This design comes from an exercise in tuning for small area on the open sky130 flow, not from production work.
RTL that was checked went through simulation tests only; none was proved equivalent to the original.
Power is estimated from default activity; no workload was simulated.

==> job 6548 <==
Design pacmanTop, start of the top module:
module pacmanTop (
  input  logic            clk,
  input  logic            rst,
  input  logic [7:0]      keycode,
  input  logic [5:0]      hostAddr,
  input  logic [15:0]     hostWrData,
  input  logic            hostWe,
  output logic [15:0]     rdData,
  output logic            hsync,
  output logic            vsync,
  output logic [3:0]      rgb,
  output logic            keystrobe
);
  logic [9:0] hCnt, vCnt;
  logic       hEnd, vEnd;
  assign hEnd = hCnt == 10'(800 - 1);
  assign vEnd = vCnt == 10'(525 - 1);
  always_ff @(posedge clk) begin
    if (rst) begin
      hCnt <= '0;
      vCnt <= '0;
    end else if (hEnd) begin
      hCnt <= '0;
      vCnt <= vEnd ? '0 : vCnt + 10'd1;
    end else begin
      hCnt <= hCnt + 10'd1;
    end
  end
  logic [4:0] cellX, cellY;
  logic [3:0] offX, offY;
  assign cellX = hCnt[8:4];
  assign cellY = vCnt[8:4];
  assign offX  = hCnt[3:0];
  assign offY  = vCnt[3:0];
  logic [1:0] dir;
  logic       hit;
  logic [1:0] newDir;
  always_comb begin
    hit    = 1'b1;
    newDir = dir;
    case (keycode)
      8'hf7:   newDir = 2'd0;
      8'hf3:   newDir = 2'd2;
      8'he1:   newDir = 2'd1;
      8'he4:   newDir = 2'd3;
      default: hit = 1'b0;
    endcase
  end
  always_ff @(posedge clk) begin
    if (rst) begin
      dir       <= 2'd1;
      keystrobe <= 1'b0;
    end else begin
      keystrobe <= hit;
  ...
==> module pacmanTop, before the edit <==
module pacmanTop (
  input  logic            clk,
  input  logic            rst,
  input  logic [7:0]      keycode,
  input  logic [5:0]      hostAddr,
  input  logic [15:0]     hostWrData,
  input  logic            hostWe,
  output logic [15:0]     rdData,
  output logic            hsync,
  output logic            vsync,
  output logic [3:0]      rgb,
  output logic            keystrobe
);
  logic [9:0] hCnt, vCnt;
  logic       hEnd, vEnd;
  assign hEnd = hCnt == 10'(800 - 1);
  assign vEnd = vCnt == 10'(525 - 1);
  always_ff @(posedge clk) begin
    if (rst) begin
      hCnt <= '0;
      vCnt <= '0;
    end else if (hEnd) begin
      hCnt <= '0;
      vCnt <= vEnd ? '0 : vCnt + 10'd1;
    end else begin
      hCnt <= hCnt + 10'd1;
    end
  end
  logic [4:0] cellX, cellY;
  logic [3:0] offX, offY;
  assign cellX = hCnt[8:4];
  assign cellY = vCnt[8:4];
  assign offX  = hCnt[3:0];
  assign offY  = vCnt[3:0];
  logic [1:0] dir;
  logic       hit;
  logic [1:0] newDir;
  always_comb begin
    hit    = 1'b1;
    newDir = dir;
    case (keycode)
      8'hf7:   newDir = 2'd0;
      8'hf3:   newDir = 2'd2;
      8'he1:   newDir = 2'd1;
      8'he4:   newDir = 2'd3;
      default: hit = 1'b0;
    endcase
  end
  always_ff @(posedge clk) begin
    if (rst) begin
      dir       <= 2'd1;
      keystrobe <= 1'b0;
    end else begin
      keystrobe <= hit;
      if (hit) dir <= newDir;
    end
  end
  logic [4:0] pacX, pacY, pelX, pelY;
  logic       frameSync;
  logic       wrPelX, wrPelY, pelletClear;
  assign wrPelX      = hostWe && hostAddr == 6'd37;
  assign wrPelY      = hostWe && hostAddr == 6'd38;
  assign pelletClear = hostWe && hostAddr == 6'd39 && hostWrData[0];
  always_ff @(posedge clk) begin
    if (rst) begin
      pacX      <= '0;
      pacY      <= '0;
      pelX      <= '0;
      pelY      <= '0;
      frameSync <= 1'b0;
    end else begin
      if (hostWe && hostAddr == 6'd0) pacX <= hostWrData[4:0];
      if (hostWe && hostAddr == 6'd1) pacY <= hostWrData[4:0];
      if (wrPelX) pelX <= hostWrData[4:0];
      if (wrPelY) pelY <= hostWrData[4:0];
      if (hCnt == '0 && vCnt == '0)        frameSync <= 1'b1;
      else if (hostWe && hostAddr == 6'd36) frameSync <= hostWrData[0];
    end
  end
  logic [27:1] bm [1:28];
  logic [27:1] clrCol;
  logic [28:1] clrRow;
  always_comb begin
    for (int x = 1; x <= 27; x++) clrCol[x] = pelX == 5'(x);
    for (int y = 1; y <= 28; y++) clrRow[y] = pelletClear && pelY == 5'(y);
  end
  always_ff @(posedge clk) begin
    for (int y = 1; y <= 28; y++)
      for (int x = 1; x <= 27; x++)
        if (rst)                         bm[y][x] <= 1'b1;
        else if (clrRow[y] && clrCol[x]) bm[y][x] <= 1'b0;
  end
  logic       hostPres, hostValid, hostDemand;
  logic [4:0] rdX, rdY;
  logic       portBit;
  logic [27:1] rdCol;
  logic [28:1] rdRow;
  logic [28:1] rowBit;
  assign hostDemand = hostAddr == 6'd51 && !hostValid;
  assign rdX = hostDemand ? pelX : cellX;
  assign rdY = hostDemand ? pelY : cellY;
  always_comb begin
    for (int x = 1; x <= 27; x++) rdCol[x] = rdX == 5'(x);
    for (int y = 1; y <= 28; y++) rdRow[y] = rdY == 5'(y);
    for (int y = 1; y <= 28; y++) rowBit[y] = |(bm[y] & rdCol);
    portBit = |(rowBit & rdRow);
  end
  logic present, corner;
  assign present = hostValid ? hostPres : portBit;
  assign corner  = (pelX == 5'd2 || pelX == 5'd27) && (pelY == 5'd4 || pelY == 5'd24);
  always_ff @(posedge clk) begin
    if (rst) begin
      hostPres  <= 1'b0;   
      hostValid <= 1'b1;
    end else if (pelletClear) begin
      hostPres  <= 1'b0;
      hostValid <= 1'b1;
    end else if (wrPelX || wrPelY) begin
      hostValid <= 1'b0;
    end else if (hostDemand) begin
      hostPres  <= portBit;
      hostValid <= 1'b1;
    end
  end
  logic renderBit, renderClr;
  assign renderClr = pelletClear && pelX == cellX && pelY == cellY;
  always_ff @(posedge clk) begin
    if (hostDemand) renderBit <= renderBit && !renderClr;
    else            renderBit <= portBit && !renderClr;
  end
  logic [4:0] rdMux;
  always_comb begin
    case (hostAddr)
      6'd0:    rdMux = pacX;
      6'd1:    rdMux = pacY;
      6'd36:   rdMux = {4'd0, frameSync};
      6'd37:   rdMux = pelX;
      6'd38:   rdMux = pelY;
      6'd49:   rdMux = {3'd0, dir};
      6'd51:   rdMux = {3'd0, present && corner, present};
      default: rdMux = '0;
    endcase
  end
  logic [4:0] rdLow;
  always_ff @(posedge clk) begin
    if (rst) rdLow <= '0;
    else     rdLow <= rdMux;
  end
  assign rdData = {11'd0, rdLow};
  logic inPlay, wall, dotArea, isPac;
  logic [1:0] color;   
  assign inPlay  = hCnt < 448 && vCnt < 480;
  assign wall    = cellX == '0 || cellY == '0 || cellY == 5'd29;
  assign dotArea = offX >= 6 && offX <= 9 &&
                   offY >= 6 && offY <= 9;
  assign isPac   = cellX == pacX && cellY == pacY;
  always_comb begin
    color = 2'd0;
    if (inPlay) begin
      if (isPac)                       color = 2'd2;
      else if (wall)                   color = 2'd1;
      else if (renderBit && dotArea)   color = 2'd3;
    end
  end
  logic [1:0] colorQ;
  always_ff @(posedge clk) begin
    if (rst) begin
      hsync  <= 1'b1;
      vsync  <= 1'b1;
      colorQ <= 2'd0;
    end else begin
      hsync  <= !(hCnt >= 656 && hCnt <= 751);
      vsync  <= !(vCnt >= 490 && vCnt <= 491);
      colorQ <= color;
    end
  end
  assign rgb = {1'b0, colorQ[1], colorQ[1], colorQ[0]};
endmodule
==> flow/config.mk <==
export PLATFORM = sky130hd
export DESIGN_NAME = pacmanTop
export DESIGN_NICKNAME = pacmanTop
export VERILOG_FILES = /design/flow/design.v
export SDC_FILE = /design/flow/constraint.sdc
export NUM_CORES = 4
export LEC_CHECK = 0
export CAP_MARGIN = 20
export CORE_MARGIN = 2
export CORE_UTILIZATION = 40
export SLEW_MARGIN = 20
==> flow/constraint.sdc <==
create_clock -name core_clock -period 10.0 [get_ports {clk}]
set_input_delay 2.0000 -clock core_clock [delete_from_list [all_inputs] [get_ports {clk}]]
set_output_delay 2.0000 -clock core_clock [all_outputs]
set_load 0.01 [all_outputs]
run.sh (not shown) runs the stock make flow with config.mk's settings and CLKGATE_MAP_FILE= SYNTH_SCRIPT=/design/flow/synth_recipe.tcl, a recipe that flattens the netlist after the stock synthesis.
==> inputs of job 848, as changes to job 6548 <==
--- a/flow/design.v
+++ b/flow/design.v
@@ -124,5 +124,4 @@
     end
   end
-  logic [27:1] bm [1:28];
   logic [27:1] clrCol;
   logic [28:1] clrRow;
@@ -130,10 +129,4 @@
     for (int x = 1; x <= 27; x++) clrCol[x] = pelX == 5'(x);
     for (int y = 1; y <= 28; y++) clrRow[y] = pelletClear && pelY == 5'(y);
-  end
-  always_ff @(posedge clk) begin
-    for (int y = 1; y <= 28; y++)
-      for (int x = 1; x <= 27; x++)
-        if (rst)                         bm[y][x] <= 1'b1;
-        else if (clrRow[y] && clrCol[x]) bm[y][x] <= 1'b0;
   end
   logic       hostPres, hostValid, hostDemand;
@@ -149,7 +142,16 @@
     for (int x = 1; x <= 27; x++) rdCol[x] = rdX == 5'(x);
     for (int y = 1; y <= 28; y++) rdRow[y] = rdY == 5'(y);
-    for (int y = 1; y <= 28; y++) rowBit[y] = |(bm[y] & rdCol);
-    portBit = |(rowBit & rdRow);
-  end
+  end
+  for (genvar y = 1; y <= 28; y++) begin : row
+    pelletRow cells (
+      .clk    (clk),
+      .rstN   (!rst),
+      .clrRowN(!clrRow[y]),
+      .clrColN(~clrCol),
+      .rdCol  (rdCol),
+      .hit    (rowBit[y])
+    );
+  end
+  assign portBit = |(rowBit & rdRow);
   logic present, corner;
   assign present = hostValid ? hostPres : portBit;
@@ -169,9 +171,7 @@
     end
   end
-  logic renderBit, renderClr;
-  assign renderClr = pelletClear && pelX == cellX && pelY == cellY;
-  always_ff @(posedge clk) begin
-    if (hostDemand) renderBit <= renderBit && !renderClr;
-    else            renderBit <= portBit && !renderClr;
+  logic renderBit;
+  always_ff @(posedge clk) begin
+    if (!hostDemand) renderBit <= portBit;
   end
   logic [4:0] rdMux;
@@ -223,2 +223,33 @@
   assign rgb = {1'b0, colorQ[1], colorQ[1], colorQ[0]};
 endmodule
+module pelletRow (
+  input  logic        clk,
+  input  logic        rstN,
+  input  logic        clrRowN,
+  input  logic [27:1] clrColN,
+  input  logic [27:1] rdCol,
+  output logic        hit
+);
+  logic [27:1] bits, nxt;
+  always_comb begin
+    for (int x = 1; x <= 27; x++)
+      nxt[x] = !(rstN && !(bits[x] && (clrRowN || clrColN[x])));
+  end
+  always_ff @(posedge clk) bits <= nxt;
+  logic [8:0] grpN;
+  for (genvar g = 0; g < 9; g++) begin : grp
+    selectOr3 sel (
+      .bits (nxt[3*g+3:3*g+1]),
+      .sel  (rdCol[3*g+3:3*g+1]),
+      .hitN (grpN[g])
+    );
+  end
+  assign hit = !(&grpN);
+endmodule
+module selectOr3 (
+  input  logic [2:0] bits,
+  input  logic [2:0] sel,
+  output logic       hitN
+);
+  assign hitN = !(|(bits & sel));
+endmodule
==> flow/flow/run.sh (new file) <==
#!/bin/bash
# The standard layout (standard.sh, unchanged synthesis) with one ORFS
# option set: the port buffers use the smallest buffer cell.
set -euo pipefail
export BUFFER_PORTS_ARGS="-buffer_cell sky130_fd_sc_hd__buf_1"
bash standard.sh > standard.log 2>&1
==> flow/standard.sh (new file) <==
#!/bin/bash
# synth_recipe.tcl (not shown) runs the flow's synth.tcl, then flattens the netlist and writes it again
# the make line also repeats each setting of config.mk as NAME=value (left out here)
make -C /OpenROAD-flow-scripts/flow DESIGN_CONFIG=/design/flow/config.mk WORK_HOME=/design/flow/orfs CLKGATE_MAP_FILE= SYNTH_SCRIPT=/design/flow/synth_recipe.tcl "${@:-finish}"
--- a/flow/config.mk
+++ b/flow/config.mk
@@ -8,4 +8,9 @@
 export CAP_MARGIN = 20
 export CORE_MARGIN = 2
-export CORE_UTILIZATION = 40
+export CORE_UTILIZATION = 65
+export CTS_BUF_LIST = sky130_fd_sc_hd__clkbuf_4
+export CTS_CLUSTER_DIAMETER = 200
+export CTS_CLUSTER_SIZE = 8
 export SLEW_MARGIN = 20
+export SYNTH_HIERARCHICAL = 1
+export SYNTH_MINIMUM_KEEP_SIZE = 0
removed: flow/run.sh
==> inputs of job 5872, as changes to job 6548 <==
--- a/flow/design.v
+++ b/flow/design.v
@@ -124,5 +124,4 @@
     end
   end
-  logic [27:1] bm [1:28];
   logic [27:1] clrCol;
   logic [28:1] clrRow;
@@ -130,10 +129,4 @@
     for (int x = 1; x <= 27; x++) clrCol[x] = pelX == 5'(x);
     for (int y = 1; y <= 28; y++) clrRow[y] = pelletClear && pelY == 5'(y);
-  end
-  always_ff @(posedge clk) begin
-    for (int y = 1; y <= 28; y++)
-      for (int x = 1; x <= 27; x++)
-        if (rst)                         bm[y][x] <= 1'b1;
-        else if (clrRow[y] && clrCol[x]) bm[y][x] <= 1'b0;
   end
   logic       hostPres, hostValid, hostDemand;
@@ -149,7 +142,16 @@
     for (int x = 1; x <= 27; x++) rdCol[x] = rdX == 5'(x);
     for (int y = 1; y <= 28; y++) rdRow[y] = rdY == 5'(y);
-    for (int y = 1; y <= 28; y++) rowBit[y] = |(bm[y] & rdCol);
-    portBit = |(rowBit & rdRow);
-  end
+  end
+  for (genvar y = 1; y <= 28; y++) begin : row
+    pelletRow cells (
+      .clk    (clk),
+      .rstN   (!rst),
+      .clrRowN(!clrRow[y]),
+      .clrColN(~clrCol),
+      .rdCol  (rdCol),
+      .hit    (rowBit[y])
+    );
+  end
+  assign portBit = |(rowBit & rdRow);
   logic present, corner;
   assign present = hostValid ? hostPres : portBit;
@@ -169,9 +171,7 @@
     end
   end
-  logic renderBit, renderClr;
-  assign renderClr = pelletClear && pelX == cellX && pelY == cellY;
-  always_ff @(posedge clk) begin
-    if (hostDemand) renderBit <= renderBit && !renderClr;
-    else            renderBit <= portBit && !renderClr;
+  logic renderBit;
+  always_ff @(posedge clk) begin
+    if (!hostDemand) renderBit <= portBit;
   end
   logic [4:0] rdMux;
@@ -223,2 +223,33 @@
   assign rgb = {1'b0, colorQ[1], colorQ[1], colorQ[0]};
 endmodule
+module pelletRow (
+  input  logic        clk,
+  input  logic        rstN,
+  input  logic        clrRowN,
+  input  logic [27:1] clrColN,
+  input  logic [27:1] rdCol,
+  output logic        hit
+);
+  logic [27:1] bits, nxt;
+  always_comb begin
+    for (int x = 1; x <= 27; x++)
+      nxt[x] = !(rstN && !(bits[x] && (clrRowN || clrColN[x])));
+  end
+  always_ff @(posedge clk) bits <= nxt;
+  logic [8:0] grpN;
+  for (genvar g = 0; g < 9; g++) begin : grp
+    selectOr3 sel (
+      .bits (nxt[3*g+3:3*g+1]),
+      .sel  (rdCol[3*g+3:3*g+1]),
+      .hitN (grpN[g])
+    );
+  end
+  assign hit = !(&grpN);
+endmodule
+module selectOr3 (
+  input  logic [2:0] bits,
+  input  logic [2:0] sel,
+  output logic       hitN
+);
+  assign hitN = !(|(bits & sel));
+endmodule
==> flow/flow/run.sh (new file) <==
#!/bin/bash
# The standard layout (standard.sh, unchanged synthesis) with one ORFS
# option set: the port buffers use the smallest buffer cell.
set -euo pipefail
export BUFFER_PORTS_ARGS="-buffer_cell sky130_fd_sc_hd__buf_1"
bash standard.sh > standard.log 2>&1
==> flow/standard.sh (new file) <==
#!/bin/bash
# synth_recipe.tcl (not shown) runs the flow's synth.tcl, then flattens the netlist and writes it again
# the make line also repeats each setting of config.mk as NAME=value (left out here)
make -C /OpenROAD-flow-scripts/flow DESIGN_CONFIG=/design/flow/config.mk WORK_HOME=/design/flow/orfs CLKGATE_MAP_FILE= SYNTH_SCRIPT=/design/flow/synth_recipe.tcl "${@:-finish}"
--- a/flow/config.mk
+++ b/flow/config.mk
@@ -8,4 +8,9 @@
 export CAP_MARGIN = 20
 export CORE_MARGIN = 2
-export CORE_UTILIZATION = 40
+export CORE_UTILIZATION = 50
+export CTS_BUF_LIST = sky130_fd_sc_hd__clkbuf_4
+export CTS_CLUSTER_DIAMETER = 200
+export CTS_CLUSTER_SIZE = 8
 export SLEW_MARGIN = 20
+export SYNTH_HIERARCHICAL = 1
+export SYNTH_MINIMUM_KEEP_SIZE = 0
removed: flow/run.sh
==> comparison table <==
| quantity | job 6548 | job 848 | job 5872 |
|---|---|---|---|
| Status | complete, no violations | complete, no violations | complete, no violations |
| Simple-gate portion of the synthesized area | 0.186 | 0.168 | 0.168 |
| ClkCell Share | 0.0716 | 0.0289 | 0.0299 |
| Non-clock buffers, area share | 0.0258 | 0.0215 | 0.0210 |
| Post-synthesis instance area | 0.0342 sq mm | 0.0302 sq mm | 0.0302 sq mm |
| Cell-internal power | 0.00508 W | 0.00379 W | 0.00383 W |
| HPWL after detailed placement | 78800 um | 55200 um | 58600 um |
| Maximum vdd drop | 0.115 mV | 0.140 mV | 0.0872 mV |
| Overall die width | 297 um | 220 um | 250 um |
| Synth Area in Compound Gates | 0.271 | 0.232 | 0.232 |
| Most frequent standard cell in the layout excluding fill and tap cells | dfxtp_1 | nand2_1 | nand2_1 |
| Placement Setup Slack | 2.22 ns | 1.93 ns | 2.17 ns |
| Min Clock Period, post-route | 6.90 ns | 7.60 ns | 7.06 ns |
Function not checked in job 6548: the RTL went through the layout flow alone.

what the ideal ports hide:
In the flow no input, the clock included, has a driving cell. The finished layouts below were timed again as built, in two steps.
Step 1 (the two cells are an assumption about what drives the block):
set clk [get_ports {clk}]
set_driving_cell -lib_cell sky130_fd_sc_hd__clkbuf_16 $clk
set_driving_cell -lib_cell sky130_fd_sc_hd__buf_2 [delete_from_list [all_inputs] $clk]
Step 2 times the ports against the registers' clock, not the clock port: input delays grow and output delays shrink by t, the midpoint of the rising clock arrivals with the driver on.
a / b / c = ideal / step 1 / step 2; a / b = the first two.
run | shift t [ns] | setup WS [ns] | pins driven straight from the clock port
job 6548 | 0.721 | 3.104 / 3.141 / 2.420 | 1
job 848 | 0.967 | 2.396 / 2.420 / 1.453 | 1
job 5872 | 0.963 | 2.936 / 2.969 / 2.006 | 1
After both steps setup and hold are still met in every run listed. The setup slack of job 848, which loses most, moves by +0.024 ns with the drivers and by -0.943 ns with both steps.
